Source: an optimization exercise on an open RTL-to-GDS flow (aim: small area, a short achievable clock period and few clock cycles). Production flows keep margins and buffers that such runs may drop. The RTL was checked by simulation tests, not by an equivalence proof against the original design.

## flow/design.v (module list and top-level ports; edited modules follow where they fit)
// module muldiv_unit_p: 1385 lines
// module muldiv_bk_add: 31 lines
// module muldiv_fa: 10 lines
// module muldiv_ha: 9 lines
module muldiv_unit_p #(
    parameter int WIDTH = 32,
    parameter int K     = 2,
    parameter int R4    = 0
) (
    input  logic             clk,
    input  logic             reset,
    input  logic             start,
    input  logic [2:0]       op,
    input  logic [WIDTH-1:0] src_a,
    input  logic [WIDTH-1:0] src_b,
    input  logic             cancel,
    input  logic             wr_en,
    input  logic             wr_hi,
    input  logic [WIDTH-1:0] wr_data,
    output logic             busy,
    output logic             done,
    output logic [WIDTH-1:0] hi,
    output logic [WIDTH-1:0] lo
);
  // ...
==> flow/flow/run.sh <==
#!/bin/bash
set -euo pipefail
ARGS=$(cat flow/make_args.txt)
bash standard.sh $ARGS finish > orfs_make.log 2>&1
==> flow/flow/make_args.txt <==
SETUP_SLACK_MARGIN=6
==> flow/standard.sh <==
#!/bin/bash
# synth_recipe.tcl (not shown) runs the flow's synth.tcl, then flattens the netlist and writes it again
# the make line also repeats each setting of config.mk as NAME=value (left out here)
make -C /OpenROAD-flow-scripts/flow DESIGN_CONFIG=/design/flow/config.mk WORK_HOME=/design/flow/orfs CLKGATE_MAP_FILE= SYNTH_SCRIPT=/design/flow/synth_recipe.tcl "${@:-finish}"
==> flow/config.mk <==
export PLATFORM = sky130hd
export DESIGN_NAME = muldiv_unit_p
export DESIGN_NICKNAME = muldiv_unit_p
export VERILOG_FILES = /design/flow/design.v
export SDC_FILE = /design/flow/constraint.sdc
export NUM_CORES = 4
export LEC_CHECK = 0
export ABC_AREA = 1
export CAP_MARGIN = 30
export CORE_MARGIN = 2
export CORE_UTILIZATION = 40
export SLEW_MARGIN = 30
export SYNTH_HIERARCHICAL = 1
==> flow/constraint.sdc <==
create_clock -name core_clock -period 13.0 [get_ports {clk}]
set_input_delay 2.6000 -clock core_clock [delete_from_list [all_inputs] [get_ports {clk}]]
set_output_delay 2.6000 -clock core_clock [all_outputs]
set_load 0.01 [all_outputs]
==> qor.txt, run 1 <==
status -> timing/DRC/antenna clean
vias in the first global route -> 35200
final WL -> 170 mm
CP Capture Point -> cnt_q[2]$_DFFE_PP_
fin util -> 48.3%
met3 WL -> 18.4 mm
1st-iter DRT viols -> 5345
DRT met1 WL -> 65.1 mm
CP max stage delay -> 440 ps
Hold EP -> q_q[7]$_SDFFE_PN0P_
Final GP Congestion -> 1.07
crit path DAT -> 7270 ps
post-detailed-route wirelength per cell -> 28.0 um
storage element area -> 5880 sq um
R2R setup slack -> 6130 ps
DR pass1 iterations -> 7
initial antenna violation count -> 4
reg-to-reg endpoint -> hi[9]$_DFFE_PP0P_
CTS sink count -> 220
Worst Setup Start Kind -> primary input
Fmax -> 0.144 GHz
setup tns final -> 0 ps
Hold Crit Class -> register to register
crit path from -> op[0]
Setup crit end kind -> register
number of diodes -> 1
Data buffer area share -> 8.81%
Testbench counts, summed over its fixed seeds: cycles 15,792.
==> run 2: changes to the inputs <==
--- a/flow/design.v
+++ b/flow/design.v
@@ -47,17 +47,17 @@
                 vl[i]  = vl[2*i] | vl[2*i+1];
             end
         end
         lzc32 = vl[0] ? {1'b0, pos[0]} : 6'd32;
     endfunction
     logic        in_sgn, in_div, fit_a, fit_b, swap, in_sa, in_sb, am_co, bm_co;
     logic [31:0] in_am, in_bm;
     logic [5:0]  in_za, in_zb;
-    logic [5:0]  in_shp, in_ncyc;
+    logic [5:0]  in_shp, in_ncyc;        
     logic [DW-1:0] in_dal;
     always_comb begin
         in_sgn = !op[0];
         in_div = (op[2:1] == 2'b01);
         fit_a  = (src_a[31:17] == 15'h0) || (in_sgn && (src_a[31:17] == 15'h7fff));
         fit_b  = (src_b[31:17] == 15'h0) || (in_sgn && (src_b[31:17] == 15'h7fff));
         swap   = !in_div && !fit_b && fit_a;
         in_sa  = in_sgn && src_a[31];
@@ -65,21 +65,21 @@
     end
     assign {am_co, in_am} = {1'b0, src_a ^ {32{in_sa}}} + 33'(in_sa);
     assign {bm_co, in_bm} = {1'b0, src_b ^ {32{in_sb}}} + 33'(in_sb);
     logic [6:0]  in_she;
     always_comb begin
         in_za  = lzc32(src_a ^ {32{in_sa}});
         in_zb  = lzc32(src_b ^ {32{in_sb}});
         in_she = 7'({1'b0, in_zb} - {1'b0, in_za}) + 7'(in_sa);
-        in_ncyc = 6'd1;
+        in_ncyc = 6'd0;
         in_shp  = 6'(K - 1);
         for (int i = 0; i < 34; i++) begin
             if (in_she == 7'(i)) begin
-                in_ncyc = 6'(i / K + 1);
+                in_ncyc = 6'(i / K);
                 in_shp  = 6'((i / K + 1) * K - 1);
             end
         end
         in_dal = DW'(in_bm) << in_shp;
     end
     logic accept;
     assign accept = !busy && start && !cancel;
     logic        sub;
@@ -1318,17 +1318,17 @@
                         done <= 1'b1;
                     end
                     DSTEP: begin
                         if (first_q && triv_q) begin
                             hi   <= xe_q[31:0];
                             lo   <= bzero_q ? 32'hFFFF_FFFF : 32'h0;
                             busy <= 1'b0;
                             done <= 1'b1;
-                        end else if (cnt_q == 6'd1) begin
+                        end else if (cnt_q == 6'd0) begin
                             if (negres) begin
                                 mode <= DFIX;
                             end else begin
                                 hi   <= r_n;
                                 lo   <= q_n;
                                 busy <= 1'b0;
                                 done <= 1'b1;
                             end
@@ -1339,19 +1339,19 @@
                     end
                 endcase
             end
         end
     end
     always_ff @(posedge clk) begin
         selacc_q <= !busy && op[2];
         selt_q   <= busy && (mode == M0);
-        selfix_q <= busy && (mode == DSTEP) && (cnt_q == 6'd1);
-        fixq_q   <= busy && (mode == DSTEP) && (cnt_q == 6'd1) && qneg_q && (q_n != 32'h0);    
-        fixr_q   <= busy && (mode == DSTEP) && (cnt_q == 6'd1) && rneg_q;
+        selfix_q <= busy && (mode == DSTEP) && (cnt_q == 6'd0);
+        fixq_q   <= busy && (mode == DSTEP) && (cnt_q == 6'd0) && qneg_q && (q_n != 32'h0);    
+        fixr_q   <= busy && (mode == DSTEP) && (cnt_q == 6'd0) && rneg_q;
     end
     always_ff @(posedge clk) begin
         if (!busy) begin
             op_q    <= op;
             ym1_q   <= 1'b0;
             short_q <= fit_a || fit_b;
             first_q <= 1'b1;
             bzero_q <= (src_b == 32'h0);
@@ -1371,17 +1371,17 @@
                     {r_q, q_q} <= tsum;
                     ye_q  <= YW'({{18{ye_q[32]}}, ye_q[32:18]});
                     ym1_q <= ye_q[17];
                 end
                 DSTEP: begin
                     r_q    <= r_n;
                     q_q    <= q_n;
                     cnt_q  <= cnt_q - 6'd1;
-                    ye_q   <= (cnt_q == 6'd1) ? '0 : YW'(ye_q >> K);
+                    ye_q   <= (cnt_q == 6'd0) ? '0 : YW'(ye_q >> K);
                 end
                 default: ;
             endcase
         end
     end
 endmodule
 module muldiv_bk_add #(
     parameter int W = 32
==> flow/config.mk (replaced) <==
export PLATFORM = sky130hd
export DESIGN_NAME = muldiv_unit_p
export DESIGN_NICKNAME = muldiv_unit_p
export VERILOG_FILES = /design/flow/design.v
export SDC_FILE = /design/flow/constraint.sdc
export NUM_CORES = 4
export LEC_CHECK = 0
export ABC_AREA = 1
export CAP_MARGIN = 30
export CORE_MARGIN = 2
export CORE_UTILIZATION = 55
export PLACE_DENSITY = 0.8
export SLEW_MARGIN = 30
export SYNTH_HIERARCHICAL = 1
==> qor.txt, run 2 <==
worst reg2reg startpoint -> ye_q[0]$_DFFE_PP_
CP max stage delay -> 530 ps (+90 ps)
Fmax -> 0.143 GHz (-0.55%)
most used cell, CP -> fa_1
final-report hold violation count -> 0
DR pass1 iterations -> 9 (+2)
mapped cell area -> 36700 sq um
Worst Setup Start Kind -> register
biggest regs -> ye_q: 35 flops, xe_q: 33 flops
die height -> 262 um
Die W -> 262 um
largest net degree at the start of global routing -> 69
top sig layer -> met5
slew margin rel. -> 29.0%
register with the most flip-flops -> ye_q
# nets final -> 5453
Final GP Congestion -> 1.07 (+0.59%)
Initial Utilization -> 55.7%
status -> timing/DRC/antenna clean
critical path class -> register to register
filler instances -> 5794
DRT antenna net count -> 0
CTS sink count -> 220 (unchanged)
Setup-failing EPs final -> 0
vias in the first global route -> 36500 (+4.0%)
Syn Inst Count -> 4735
final WL -> 165 mm (-2.7%)
Die ar. -> 68800 sq um
Avg Vias per Cell -> 6.78
worst endpoint required time -> 13480 ps
Vias -> 38600
IO buf count -> 170
Site Rows -> 94
Worst-path clk slew -> 60 ps
drt drc -> 0
setup tns final -> 0 ps (unchanged)
TritonCTS Buffers -> 26
Tmin final -> 6980 ps
Clock Skew -> 73.1 ps
Setup crit end kind -> register
1st-iter DRT viols -> 6283 (+18%)
Hold Crit Start -> lo[4]$_DFFE_PP0P_
clock root cell -> clkbuf_16
RSZ-0062 raised after global routing -> true
Post-DP HPWL -> 123 mm
global-route wire length before repair -> 238 mm
crit path DAT -> 7460 ps (+190 ps)
Max Cap Viol -> 0
WHS -> 528 ps
max reg flops -> 35
worst-path fanout max -> 17
fin crit share -> 53.7%
most frequent cells in the layout -> nand2_1, inv_1, xor2_1
DRT met1 WL -> 56.0 mm (-14%)
yosys warns -> 15
IO Count -> 171
GR Overflow Total -> 0
Skew-Pair Late Insertion Delay -> 620 ps
Hold Crit Class -> register to register
core area -> 65900 sq um
R2R setup slack -> 6020 ps (-110 ps)
DR WL met2 -> 69.3 mm
initial antenna violation count -> 6 (+2)
met3 WL -> 23.9 mm (+30%)
cell with the largest stage delay on the worst path -> fa_1
area grow syn2layout -> 14.1%
transition time of the tightest slew-check pin -> 1050 ps
CTS Hold Bufs -> 0
post-detailed-route wirelength per cell -> 29.0 um (+3.6%)
Final Max Slew Viols -> 0
commonest non-fill, non-tap cell in the layout -> nand2_1
layout cell share with drive strength beyond 1 -> 9.84%
All-Layer GR Usage -> 46.1%
CTS H-tree depth -> 1
Mean Syn Cell Area -> 7.75 sq um
CTS tree -> built
clock tree buffer depth -> 3
crit path from -> ye_q[0]$_DFFE_PP_
-- run 2: worst paths after layout --
path / to / cells past startpoint
setup / recovery: hi[21]$_DFFE_PP0P_ / 25
hold / removal: lo[4]$_DFFE_PP0P_ / 1
max in group asynchronous: busy$_DFF_PP0_ / 3
setup reg to reg: hi[21]$_DFFE_PP0P_ / 25
min in group asynchronous: lo[8]$_DFFE_PP0P_ / 3
hold reg to reg: lo[4]$_DFFE_PP0P_ / 1
-- run 2: per-layer routing --
layer	GRT usage, %	vias to the layer above
li1	-	16300
met5	0	-
met2	67.9	3271
met4	33.9	4
met3	13.7	891
met1	57.3	18100
-- run 2: stage by stage --
step           setup slack (ps)  instance area, sq um  util [%]  cells
2_1_floorplan              6010                 36800         -   4759
3_3_place_gp               4020                 39100      59.3   5578
3_5_place_dp               3980                 39100      59.3   5578
4_1_cts                    6010                 40800      61.9   5653
5_1_grt                    5870                 41900      63.6   5692
6_report                   6020                 41900      63.6   5696
-- run 2: final cells by class --
class,count,area (sq um),share of cell area (%)
sequential,220,5880,14.0
timing repair buffer,304,3170,7.58
inverter,474,1890,4.51
tap,864,1080,2.58
multi-input combinational,3779,28900,69.1
clock buffer,37,763,1.82
antenna,4,10.0,0.0239
timing repair inverter,3,23.8,0.0568
clock inverter,11,138,0.329
-- run 2: timing repair --
action	in CTS	in global routing
pin swaps	9	23
setup buffers	16	31
gates cloned	11	5
setup endpoints to repair	133	85
gates resized for setup	138	172
-- run 2: worst max-delay path, delay by kind of cell, from the launching register on --
| kind | cells | cell delay (ps) |
|---|---|---|
| adder cells (fa/ha/maj) | 7 | 3130 |
| AO/OA/AOI/OAI | 7 | 1420 |
| AND/OR/NAND/NOR | 7 | 880 |
| XOR/XNOR | 2 | 540 |
| flip-flops | 1 | 480 |
| buffers and inverters | 2 | 420 |
Testbench counts of run 2, summed over its fixed seeds: cycles 15,792.
==> run 3: changes to the inputs <==
==> flow/flow/make_args.txt (replaced) <==
SETUP_SLACK_MARGIN=6.25
--- a/flow/config.mk
+++ b/flow/config.mk
@@ -10,4 +10,3 @@
 export CORE_MARGIN = 2
-export CORE_UTILIZATION = 55
-export PLACE_DENSITY = 0.8
+export CORE_UTILIZATION = 40
 export SLEW_MARGIN = 30
==> qor.txt, run 3 <==
register with the most flip-flops -> ye_q
All-Layer GR Usage -> 34.9% (-11 points)
DRT met1 WL -> 65.0 mm (+16%)
Site Rows -> 111 (+18%)
worst-path fanout max -> 5 (-12)
most frequent cells in the layout -> nand2_1, inv_1, xor2_1
CTS tree -> built
final-report hold violation count -> 0 (unchanged)
# nets final -> 5496 (+0.79%)
Initial Utilization -> 40.2% (-16 points)
slew margin rel. -> 23.7% (-5.3 points)
clock root cell -> clkbuf_16
Fmax -> 0.151 GHz (+5.1%)
CP max stage delay -> 410 ps (-120 ps)
storage element area -> 5880 sq um (about the same)
top sig layer -> met5
Setup-failing EPs final -> 0 (unchanged)
crit path from -> src_b[27]
Worst-path clk slew -> 70 ps (about the same)
CTS sink count -> 220 (unchanged)
DR WL met2 -> 74.7 mm (+7.8%)
post-detailed-route wirelength per cell -> 28.0 um (-3.3%)
Skew-Pair Late Insertion Delay -> 600 ps (-20 ps)
GR Overflow Total -> 0 (unchanged)
Hold Crit Class -> register to register
DRT antenna net count -> 0 (unchanged)
Die ar. -> 94200 sq um (+37%)
RSZ-0062 raised after global routing -> true
Setup crit end kind -> register
fin crit share -> 51.1% (-2.6 points)
Syn Inst Count -> 4735 (unchanged)
Multi-input gate area -> 29700 sq um (+2.5%)
Placed Cells -> 5905 (+5.9%)
Hold Crit Start -> lo[5]$_DFFE_PP0P_
R2R setup slack -> 6380 ps (+360 ps)
cell with the largest stage delay on the worst path -> clkdlybuf4s15_1
final WL -> 170 mm (+2.8%)
DR pass1 iterations -> 6 (-3)
Tmin final -> 6640 ps (-336 ps)
commonest non-fill, non-tap cell in the layout -> nand2_1
critical path class -> primary input to register
drt drc -> 0 (unchanged)
transition time of the tightest slew-check pin -> 1130 ps (+79.2 ps)
Die W -> 307 um (+17%)
Vias -> 38300 (-0.83%)
fin util -> 47.5% (-16 points)
IO Count -> 171 (unchanged)
Post-DP HPWL -> 126 mm (+1.9%)
core area -> 91200 sq um (+39%)
Mean Syn Cell Area -> 7.75 sq um (unchanged)
met3 WL -> 18.5 mm (-23%)
largest net degree at the start of global routing -> 69 (unchanged)
crit path DAT -> 7000 ps (-460 ps)
max reg flops -> 35 (unchanged)
status -> timing/DRC/antenna clean
IO buf count -> 170 (unchanged)
initial antenna violation count -> 3 (-3)
CTS H-tree depth -> 1 (unchanged)
Max Cap Viol -> 0 (unchanged)
biggest regs -> ye_q: 35 flops, xe_q: 33 flops
layout cell share with drive strength beyond 1 -> 13.1% (+3.3 points)
vias in the first global route -> 36200 (-1.1%)
worst reg2reg startpoint -> ye_q[0]$_DFFE_PP_
worst endpoint required time -> 13360 ps (-120 ps)
TritonCTS Buffers -> 28 (+7.7%)
Final GP Congestion -> 1.01 (-5.5%)
die height -> 307 um (+17%)
setup tns final -> 0 ps (unchanged)
clock tree buffer depth -> 3 (unchanged)
fin cells -> 6060 (+6.4%)
Worst Setup Start Kind -> primary input
1st-iter DRT viols -> 5219 (-17%)
mapped cell area -> 36700 sq um (unchanged)
filler instances -> 8927 (+54%)
yosys warns -> 15 (unchanged)
CTS Hold Bufs -> 0 (unchanged)
global-route wire length before repair -> 245 mm (+2.8%)
Clock Skew -> 24.6 ps (-48.5 ps)
Final Max Slew Viols -> 0 (unchanged)
most used cell, CP -> nand2_1
Avg Vias per Cell -> 6.32 (-6.8%)
area grow syn2layout -> 18.2%
==> run 3: final cells by class <==
cell class              instances  share of cell area (%)
repair inverters                6                   0.110
diodes                          1                 0.00577
repair buffers                336                    8.07
clock buffers                  39                    1.80
flip-flops and latches        220                    13.6
multi-input cells            3785                    68.4
clock inverters                13                   0.326
inverters                     474                    4.34
well taps                    1186                    3.42
==> run 3: final timing paths <==
path                                           end  cells after the start
min in group asynchronous        lo[7]$_DFFE_PP0P_                      3
worst min-delay path             lo[5]$_DFFE_PP0P_                      1
max in group asynchronous           busy$_DFF_PP0_                      3
worst max register to register  hi[31]$_DFFE_PP0P_                     27
worst min register to register   lo[5]$_DFFE_PP0P_                      1
worst max-delay path            ye_q[32]$_DFFE_PP_                     36
==> run 3: per-layer routing <==
metal	track usage [%]	vias to the layer above
li1	-	16400
met5	0.982	-
met1	47.2	18600
met3	5.75	548
met4	17.3	4
met2	54.0	2699
==> run 3: repair_timing <==
action	in CTS	in global routing
endpoints found under the setup margin	125	106
resized for setup	201	268
setup buffers	41	37
pin swaps	22	75
endpoints found under the hold margin	0	0
gates cloned	17	7
==> run 3: stage by stage <==
stage	setup slack (ps)	hold slack, ps	area (sq um)
after global routing	6100	536	43400
after detailed placement	4130	506	39500
after floorplan	6250	480	36900
after global placement	4150	509	39500
final	6360	521	43400
after CTS	6210	520	41800
==> run 3: critical path: cells and delay by family <==
family	cells	cell delay, ps
adder cells (fa/ha/maj)	3	830
AO/OA/AOI/OAI	1	240
AND/OR/NAND/NOR	22	2050
buffers and inverters	10	1250
==> run 4: changes to the inputs <==
==> flow/flow/make_args.txt (replaced) <==
SETUP_SLACK_MARGIN=6
==> qor.txt, run 4 <==
RSZ-0062 raised after global routing -> true
Vias -> 37800 (-1.4%)
Setup-failing EPs final -> 0 (unchanged)
final WL -> 172 mm (+1.5%)
All-Layer GR Usage -> 35.6% (+0.63 points)
Syn Inst Count -> 4735 (unchanged)
mapped cell area -> 36700 sq um (unchanged)
Initial Utilization -> 40.2% (unchanged)
final-report hold violation count -> 0 (unchanged)
1st-iter DRT viols -> 5249 (+0.57%)
Skew-Pair Late Insertion Delay -> 590 ps (about the same)
most used cell, CP -> fa_1
worst-path fanout max -> 33 (+28)
IO buf count -> 170 (unchanged)
fin util -> 46.4% (-1.2 points)
global-route wire length before repair -> 248 mm (+1.2%)
Setup crit end kind -> register
DR pass1 iterations -> 6 (unchanged)
Die W -> 307 um (unchanged)
CP top delay family -> adder cells
status -> timing/DRC/antenna clean
filler instances -> 9122 (+2.2%)
Post-DP HPWL -> 129 mm (+3.0%)
TritonCTS Buffers -> 28 (unchanged)
fin crit share -> 53.1% (+2.0 points)
storage element area -> 5880 sq um (about the same)
largest net degree at the start of global routing -> 69 (unchanged)
post-detailed-route wirelength per cell -> 28.5 um (+1.9%)
setup ws final -> 6100 ps (-262 ps)
Final Max Slew Viols -> 0 (unchanged)
clock tree buffer depth -> 3 (unchanged)
IO Count -> 171 (unchanged)
Avg Vias per Cell -> 6.26 (-0.97%)
CTS tree -> built
cell with the largest stage delay on the worst path -> fa_2
slew margin rel. -> 31.1% (+7.4 points)
initial antenna violation count -> 3 (unchanged)
Worst-path clk slew -> 70 ps (about the same)
layout cell share with drive strength beyond 1 -> 10.2% (-2.9 points)
Site Rows -> 111 (unchanged)
Bufs and invs on worst path -> 3 (-7)
critical path class -> register to register
register with the most flip-flops -> ye_q
Multi-input gate area -> 28900 sq um (-2.5%)
Worst Setup Start Kind -> register
vias in the first global route -> 35800 (-0.98%)
transition time of the tightest slew-check pin -> 1020 ps (-110 ps)
most frequent cells in the layout -> nand2_1, inv_1, xor2_1
clock root cell -> clkbuf_16
Max Cap Viol -> 0 (unchanged)
CTS H-tree depth -> 1 (unchanged)
CTS Hold Bufs -> 0 (unchanged)
Clock Skew -> 20.0 ps (-4.61 ps)
area grow syn2layout -> 15.2%
setup tns final -> 0 ps (unchanged)
CP max stage delay -> 630 ps (+220 ps)
CTS sink count -> 220 (unchanged)
WHS -> 530 ps (+9.01 ps)
max reg flops -> 35 (unchanged)
Tmin final -> 6900 ps (+262 ps)
die height -> 307 um (unchanged)
yosys warns -> 15 (unchanged)
Setup Slack @ Placement -> 3930 ps (-202 ps)
# nets final -> 5469 (-0.49%)
core area -> 91200 sq um (unchanged)
Mean Syn Cell Area -> 7.75 sq um (unchanged)
Hold Crit Class -> register to register
commonest non-fill, non-tap cell in the layout -> nand2_1
Die ar. -> 94200 sq um (unchanged)
GR Overflow Total -> 0 (unchanged)
worst endpoint required time -> 13450 ps (+90 ps)
drt drc -> 0 (unchanged)
Fmax -> 0.145 GHz (-3.8%)
Final GP Congestion -> 1.01 (about the same)
biggest regs -> ye_q: 35 flops, xe_q: 33 flops
crit path DAT -> 7360 ps (+360 ps)
DRT antenna net count -> 0 (unchanged)
## run 4: stage by stage
stage | instances | cell area [sq um]
detailed placement | 5907 | 39500
floorplan | 4759 | 36800
global route | 6031 | 42300
global placement | 5905 | 39500
finish | 6035 | 42300
CTS | 5981 | 41100
## run 4: layout make-up
class                      instances  area share [%]
inverter                         474            4.45
antenna                            4          0.0237
multi-input combinational       3781            68.4
timing repair inverter             3          0.0503
clock buffer                      40            1.91
sequential                       220            13.9
clock inverter                    11           0.204
tap                             1186            3.51
timing repair buffer             316            7.56
## run 4: timing repair
item	in CTS	in global routing
buffers inserted	13	42
gates cloned	10	8
pin swaps	9	24
resized for setup	124	176
endpoints found under the setup margin	132	88
hold endpoints to repair	0	0
## run 4: path summary, 6_finish.rpt
kind,start,endpoint,slack (ps),cells past startpoint
setup / recovery,selfix_q$_DFF_P_,hi[30]$_DFFE_PP0P_,6100,26
hold / removal,lo[5]$_DFFE_PP0P_,lo[5]$_DFFE_PP0P_,530,1
setup reg to reg,selfix_q$_DFF_P_,hi[30]$_DFFE_PP0P_,6100,26
hold reg to reg,lo[5]$_DFFE_PP0P_,lo[5]$_DFFE_PP0P_,530,1
max in group asynchronous,reset,busy$_DFF_PP0_,9910,3
min in group asynchronous,reset,lo[22]$_DFFE_PP0P_,2490,3
## run 4: layer usage
metal | track usage (%) | part of all wire [%] | vias up
li1 | - | - | 16400
met1 | 47.8 | 39 | 18400
met4 | 19.2 | 6.9 | 0
met5 | 0 | 0 | -
met2 | 54.6 | 44 | 2495
met3 | 6.03 | 11 | 503
==> run 5: changes to the inputs <==
--- a/flow/config.mk
+++ b/flow/config.mk
@@ -8,6 +8,6 @@
 export ABC_AREA = 1
-export CAP_MARGIN = 30
+export CAP_MARGIN = 20
 export CORE_MARGIN = 2
 export CORE_UTILIZATION = 40
-export SLEW_MARGIN = 30
+export SLEW_MARGIN = 20
 export SYNTH_HIERARCHICAL = 1
==> qor.txt, run 5 <==
status -> timing/DRC/antenna clean
Max Cap Viol -> 0 (unchanged)
Avg Vias per Cell -> 6.27 (+0.19%)
Hold Crit Class -> register to register
Bufs and invs on worst path -> 9 (+6)
CTS H-tree depth -> 1 (unchanged)
TritonCTS Buffers -> 29 (+3.6%)
crit path DAT -> 7250 ps (-110 ps)
final-report hold violation count -> 0 (unchanged)
Worst Setup Start Kind -> primary input
initial antenna violation count -> 8 (+5)
Clock Skew -> 43.1 ps (+23.1 ps)
final WL -> 172 mm (about the same)
setup tns final -> 0 ps (unchanged)
Setup crit end kind -> register
worst-path fanout max -> 16 (-52%)
layout cell share with drive strength beyond 1 -> 9.89% (-0.28 points)
area grow syn2layout -> 15.4%
register with the most flip-flops -> ye_q
Vias -> 37800 (+0.11%)
Worst-path clk slew -> 60 ps (about the same)
clock tree buffer depth -> 3 (unchanged)
CTS tree -> built
DP Area -> 39500 sq um (about the same)
RSZ-0062 raised after global routing -> true
GR Overflow Total -> 0 (unchanged)
post-detailed-route wirelength per cell -> 28.6 um (about the same)
vias in the first global route -> 35600 (-0.43%)
Die ar. -> 94200 sq um (unchanged)
Final GP Congestion -> 1.01 (unchanged)
fin util -> 46.4% (+0.067 points)
Final Instance Area -> 42400 sq um (+0.14%)
max reg flops -> 35 (unchanged)
setup ws final -> 6110 ps (+12.7 ps)
Syn Inst Count -> 4735 (unchanged)
# nets final -> 5464 (-0.091%)
core area -> 91200 sq um (unchanged)
mapped cell area -> 36700 sq um (unchanged)
Mean Syn Cell Area -> 7.75 sq um (unchanged)
CTS sink count -> 220 (unchanged)
global-route wire length before repair -> 247 mm (-0.31%)
clock root cell -> clkbuf_16
die height -> 307 um (unchanged)
CP max stage delay -> 520 ps (-110 ps)
DRT antenna net count -> 0 (unchanged)
CP top delay family -> simple AND/OR/NAND/NOR gates
Setup Slack @ Placement -> 3830 ps (-105 ps)
slew margin rel. -> 28.1% (-3.0 points)
critical path class -> primary input to register
yosys warns -> 15 (unchanged)
transition time of the tightest slew-check pin -> 1080 ps (+55.1 ps)
Site Rows -> 111 (unchanged)
Final Max Slew Viols -> 0 (unchanged)
drt drc -> 0 (unchanged)
commonest non-fill, non-tap cell in the layout -> nand2_1
largest net degree at the start of global routing -> 69 (unchanged)
IO buf count -> 170 (unchanged)
IO Count -> 171 (unchanged)
Fmax -> 0.145 GHz (+0.18%)
Initial Utilization -> 40.2% (unchanged)
cell with the largest stage delay on the worst path -> clkdlybuf4s50_1
DR pass1 iterations -> 9 (+3)
All-Layer GR Usage -> 35.5% (-0.083 points)
most frequent cells in the layout -> nand2_1, inv_1, xor2_1
biggest regs -> ye_q: 35 flops, xe_q: 33 flops
1st-iter DRT viols -> 5410 (+3.1%)
Setup-failing EPs final -> 0 (unchanged)
Die W -> 307 um (unchanged)
fin crit share -> 53.0% (-0.097 points)
Tmin final -> 6890 ps (-12.7 ps)
Post-DP HPWL -> 129 mm (about the same)
Skew-Pair Late Insertion Delay -> 610 ps (+20 ps)
CTS Hold Bufs -> 0 (unchanged)
worst endpoint required time -> 13360 ps (-90 ps)
==> run 5: metrics by stage <==
| step | hold slack, ps | std cells |
|---|---|---|
| CTS | 531 | 5990 |
| finish | 529 | 6030 |
| global route | 541 | 6027 |
| detailed placement | 513 | 5906 |
| floorplan | 480 | 4759 |
| global placement | 507 | 5905 |
==> run 5: worst paths after layout <==
path | from | endpoint | slack, ps | depth (start not counted)
max reg2reg | selfix_q$_DFF_P_ | hi[11]$_DFFE_PP0P_ | 6150 | 27
min in group asynchronous | reset | lo[8]$_DFFE_PP0P_ | 2620 | 3
max in group asynchronous | reset | busy$_DFF_PP0_ | 9600 | 3
max | src_b[19] | ye_q[24]$_DFFE_PP_ | 6110 | 32
min | lo[8]$_DFFE_PP0P_ | lo[8]$_DFFE_PP0P_ | 530 | 1
min reg2reg | lo[8]$_DFFE_PP0P_ | lo[8]$_DFFE_PP0P_ | 530 | 1
==> run 5: repair_timing <==
| action | CTS | global route |
|---|---|---|
| setup endpoints to repair | 132 | 89 |
| buffers inserted | 18 | 29 |
| pin swaps | 11 | 24 |
| cloned | 13 | 8 |
| gates resized for setup | 119 | 178 |
==> run 5: routing by layer <==
metal / wire (um) / up-vias / share of wire, % / track usage, %
li1: - / 16300 / - / -
met2: 76000 / 2463 / 44 / 54.9
met1: 66700 / 18500 / 39 / 47.7
met4: 11000 / 4 / 6.4 / 18.1
met3: 18400 / 489 / 11 / 6.02
met5: 27 / - / 0.016 / 0
==> run 5: layout make-up <==
class	count	area, sq um
antenna	3	7.51
clock buffer	39	803
clock inverter	14	170
fill	9069	48900
inverter	474	1890
multi-input combinational	3783	28900
sequential	220	5880
tap	1186	1480
timing repair buffer	307	3180
timing repair inverter	4	35.0
==> run 6: changes to the inputs <==
--- a/flow/config.mk
+++ b/flow/config.mk
@@ -8,6 +8,7 @@
 export ABC_AREA = 1
-export CAP_MARGIN = 20
+export CAP_MARGIN = 30
 export CORE_MARGIN = 2
 export CORE_UTILIZATION = 40
-export SLEW_MARGIN = 20
+export CTS_BUF_LIST = sky130_fd_sc_hd__clkbuf_4 sky130_fd_sc_hd__clkbuf_8
+export SLEW_MARGIN = 30
 export SYNTH_HIERARCHICAL = 1
==> qor.txt, run 6 <==
status -> timing/DRC/antenna clean
Worst Setup Start Kind -> register
1st-iter DRT viols -> 5330 (-1.5%)
Fmax -> 0.146 GHz (+0.46%)
Tmin final -> 6860 ps (-31.3 ps)
reg-to-reg endpoint -> hi[10]$_DFFE_PP0P_
CTS sink count -> 220 (unchanged)
Bufs and invs on worst path -> 7 (-2)
# nets final -> 5472 (+0.15%)
Die W -> 307 um (unchanged)
setup tns final -> 0 ps (unchanged)
mapped cell area -> 36700 sq um (unchanged)
Final Instance Area -> 42100 sq um (-0.56%)
core area -> 91200 sq um (unchanged)
All-Layer GR Usage -> 35.6% (+0.10 points)
worst reg2reg startpoint -> op_q[1]$_DFFE_PN_
Hold Crit Depth -> 1 (unchanged)
Placed Cells -> 5907 (+0.017%)
final WL -> 172 mm (-0.18%)
final-report hold violation count -> 0 (unchanged)
Worst-path clk slew -> 60 ps (about the same)
Max Cap Viol -> 0 (unchanged)
most frequent cells in the layout -> nand2_1, inv_1, xor2_1
Site Rows -> 111 (unchanged)
Setup-failing EPs final -> 0 (unchanged)
Skew-Pair Late Insertion Delay -> 650 ps (+40 ps)
Hold Crit Start -> lo[8]$_DFFE_PP0P_
biggest regs -> ye_q: 35 flops, xe_q: 33 flops
slew margin rel. -> 29.5% (+1.4 points)
Post-DP HPWL -> 129 mm (about the same)
die height -> 307 um (unchanged)
initial antenna violation count -> 7 (-1)
IO buf count -> 170 (unchanged)
cell with the largest stage delay on the worst path -> fa_1
DRT antenna net count -> 0 (unchanged)
drt drc -> 0 (unchanged)
largest net degree at the start of global routing -> 69 (unchanged)
clock tree buffer depth -> 3 (unchanged)
clock root cell -> clkbuf_8
CP max stage delay -> 530 ps (about the same)
Final Max Slew Viols -> 0 (unchanged)
CTS tree -> built
Setup crit end kind -> register
worst endpoint required time -> 13470 ps (+110 ps)
worst-path fanout max -> 33 (+17)
fin cells -> 6047 (+0.28%)
fin util -> 46.2% (-0.26 points)
TritonCTS Buffers -> 43 (+48%)
critical path class -> register to register
WHS -> 532 ps (+3.14 ps)
vias in the first global route -> 35800 (+0.44%)
DR pass1 iterations -> 9 (unchanged)
RSZ-0062 raised after global routing -> true
Hold EP -> lo[8]$_DFFE_PP0P_
yosys warns -> 15 (unchanged)
CTS H-tree depth -> 2 (+1)
Syn Inst Count -> 4735 (unchanged)
worst reg-to-reg path cell count -> 26 (-3.7%)
register with the most flip-flops -> ye_q
DP Area -> 39500 sq um (about the same)
post-detailed-route wirelength per cell -> 28.4 um (-0.46%)
CTS Hold Bufs -> 0 (unchanged)
Mean Syn Cell Area -> 7.75 sq um (unchanged)
fin crit share -> 52.8% (-0.24 points)
Clock Skew -> 50.2 ps (+7.09 ps)
crit path DAT -> 7330 ps (+80 ps)
max reg flops -> 35 (unchanged)
transition time of the tightest slew-check pin -> 1050 ps (-30.6 ps)
Vias -> 37700 (-0.16%)
Avg Vias per Cell -> 6.24 (-0.44%)
GR Overflow Total -> 0 (unchanged)
Hold Crit Class -> register to register
Die ar. -> 94200 sq um (unchanged)
commonest non-fill, non-tap cell in the layout -> nand2_1
IO Count -> 171 (unchanged)
most used cell, CP -> fa_1
Initial Utilization -> 40.2% (unchanged)
Final GP Congestion -> 1.01 (unchanged)
layout cell share with drive strength beyond 1 -> 10.4% (+0.48 points)
CP top delay family -> adder cells
area grow syn2layout -> 14.7%
R2R setup slack -> 6140 ps (about the same)
global-route wire length before repair -> 248 mm (+0.27%)
[run 6: layout make-up]
type                            instances  area, sq um
Timing Repair Buffer                  304         3090
Timing Repair inverter                  2         16.3
Antenna cell                            2         5.00
Clock buffer                           61          764
Clock inverter                         16          135
Multi-Input combinational cell       3782        28900
Inverter                              474         1870
Sequential cell                       220         5880
Fill cell                            9137        49100
Tap cell                             1186         1480
[run 6: worst max path at each step]
stage                      start                 end  slack, ps  cells after the start
6_report       op_q[1]$_DFFE_PN_  hi[10]$_DFFE_PP0P_       6140                     26
2_1_floorplan          src_b[31]  ye_q[23]$_DFFE_PP_       6010                     34
4_1_cts                src_a[22]  ye_q[30]$_DFFE_PP_       5990                     33
3_3_place_gp           src_b[31]  ye_q[32]$_DFFE_PP_       3830                     34
3_5_place_dp               op[0]  ye_q[30]$_DFFE_PP_       3930                     34
5_1_grt        ye_q[0]$_DFFE_PP_  hi[26]$_DFFE_PP0P_       5930                     42
[run 6: stage by stage]
stage | setup WS (ps)
6_report | 6140
5_1_grt | 5930
4_1_cts | 5990
3_5_place_dp | 3930
3_3_place_gp | 3830
2_1_floorplan | 6010
[run 6: worst register-to-register path: cells and delay by family (launching register included)]
kind / cells / cell delay, ps
simple gates: 6 / 670
fa+ha+maj: 7 / 3270
xor+xnor: 1 / 250
flops: 1 / 410
buf+inv: 7 / 970
compound gates: 5 / 1130
[run 6: timing repair]
| action | in CTS | in global routing |
|---|---|---|
| endpoints found under the setup margin | 132 | 87 |
| gates resized for setup | 121 | 164 |
| gates cloned | 10 | 5 |
| pin swaps | 9 | 20 |
| buffers inserted | 11 | 34 |
[run 6: metal layers]
layer,up-vias,part of all wire (%),track usage [%]
met3,506,11,5.75
met2,2474,44,54.9
met1,18400,39,48.1
li1,16400,-,-
met5,-,0.049,0
met4,4,6.5,18.5

-- port drivers added, routing unchanged --
The results above use ideal ports. As a check the final layouts listed here were re-extracted and re-timed, cells and wires unchanged.
Step 1 (the two cells are an assumption about what drives the block):
set clk [get_ports {clk}]
set_driving_cell -lib_cell sky130_fd_sc_hd__clkbuf_16 $clk
set_driving_cell -lib_cell sky130_fd_sc_hd__buf_2 [delete_from_list [all_inputs] $clk]
Step 2 times the ports against the registers' clock, not the clock port: input delays grow and output delays shrink by t, the midpoint of the rising clock arrivals with the driver on.
Slacks: no drivers / after step 1 / after step 2; pairs: no drivers / after step 1.
run | t, ns | slack for setup (ns) | worst setup path at the end | worst slew at a driven data input, ns
run 1 | 0.667 | 6.062 / 6.085 / 5.418 | input to register | 0.06
run 2 | 0.645 | 6.023 / 6.023 / 5.516 | input to register | 0.06
run 3 | 0.655 | 6.359 / 6.380 / 5.740 | input to register | 0.06
run 4 | 0.645 | 6.097 / 6.097 / 5.514 | input to register | 0.06
run 5 | 0.651 | 6.110 / 6.116 / 5.465 | input to register | 0.06
run 6 | 0.691 | 6.141 / 6.141 / 5.561 | input to register | 0.07
After both steps setup and hold are still met in every run listed. For run 5, which loses most, drivers alone change the setup slack by +0.006 ns; drivers and shift together by -0.645 ns.
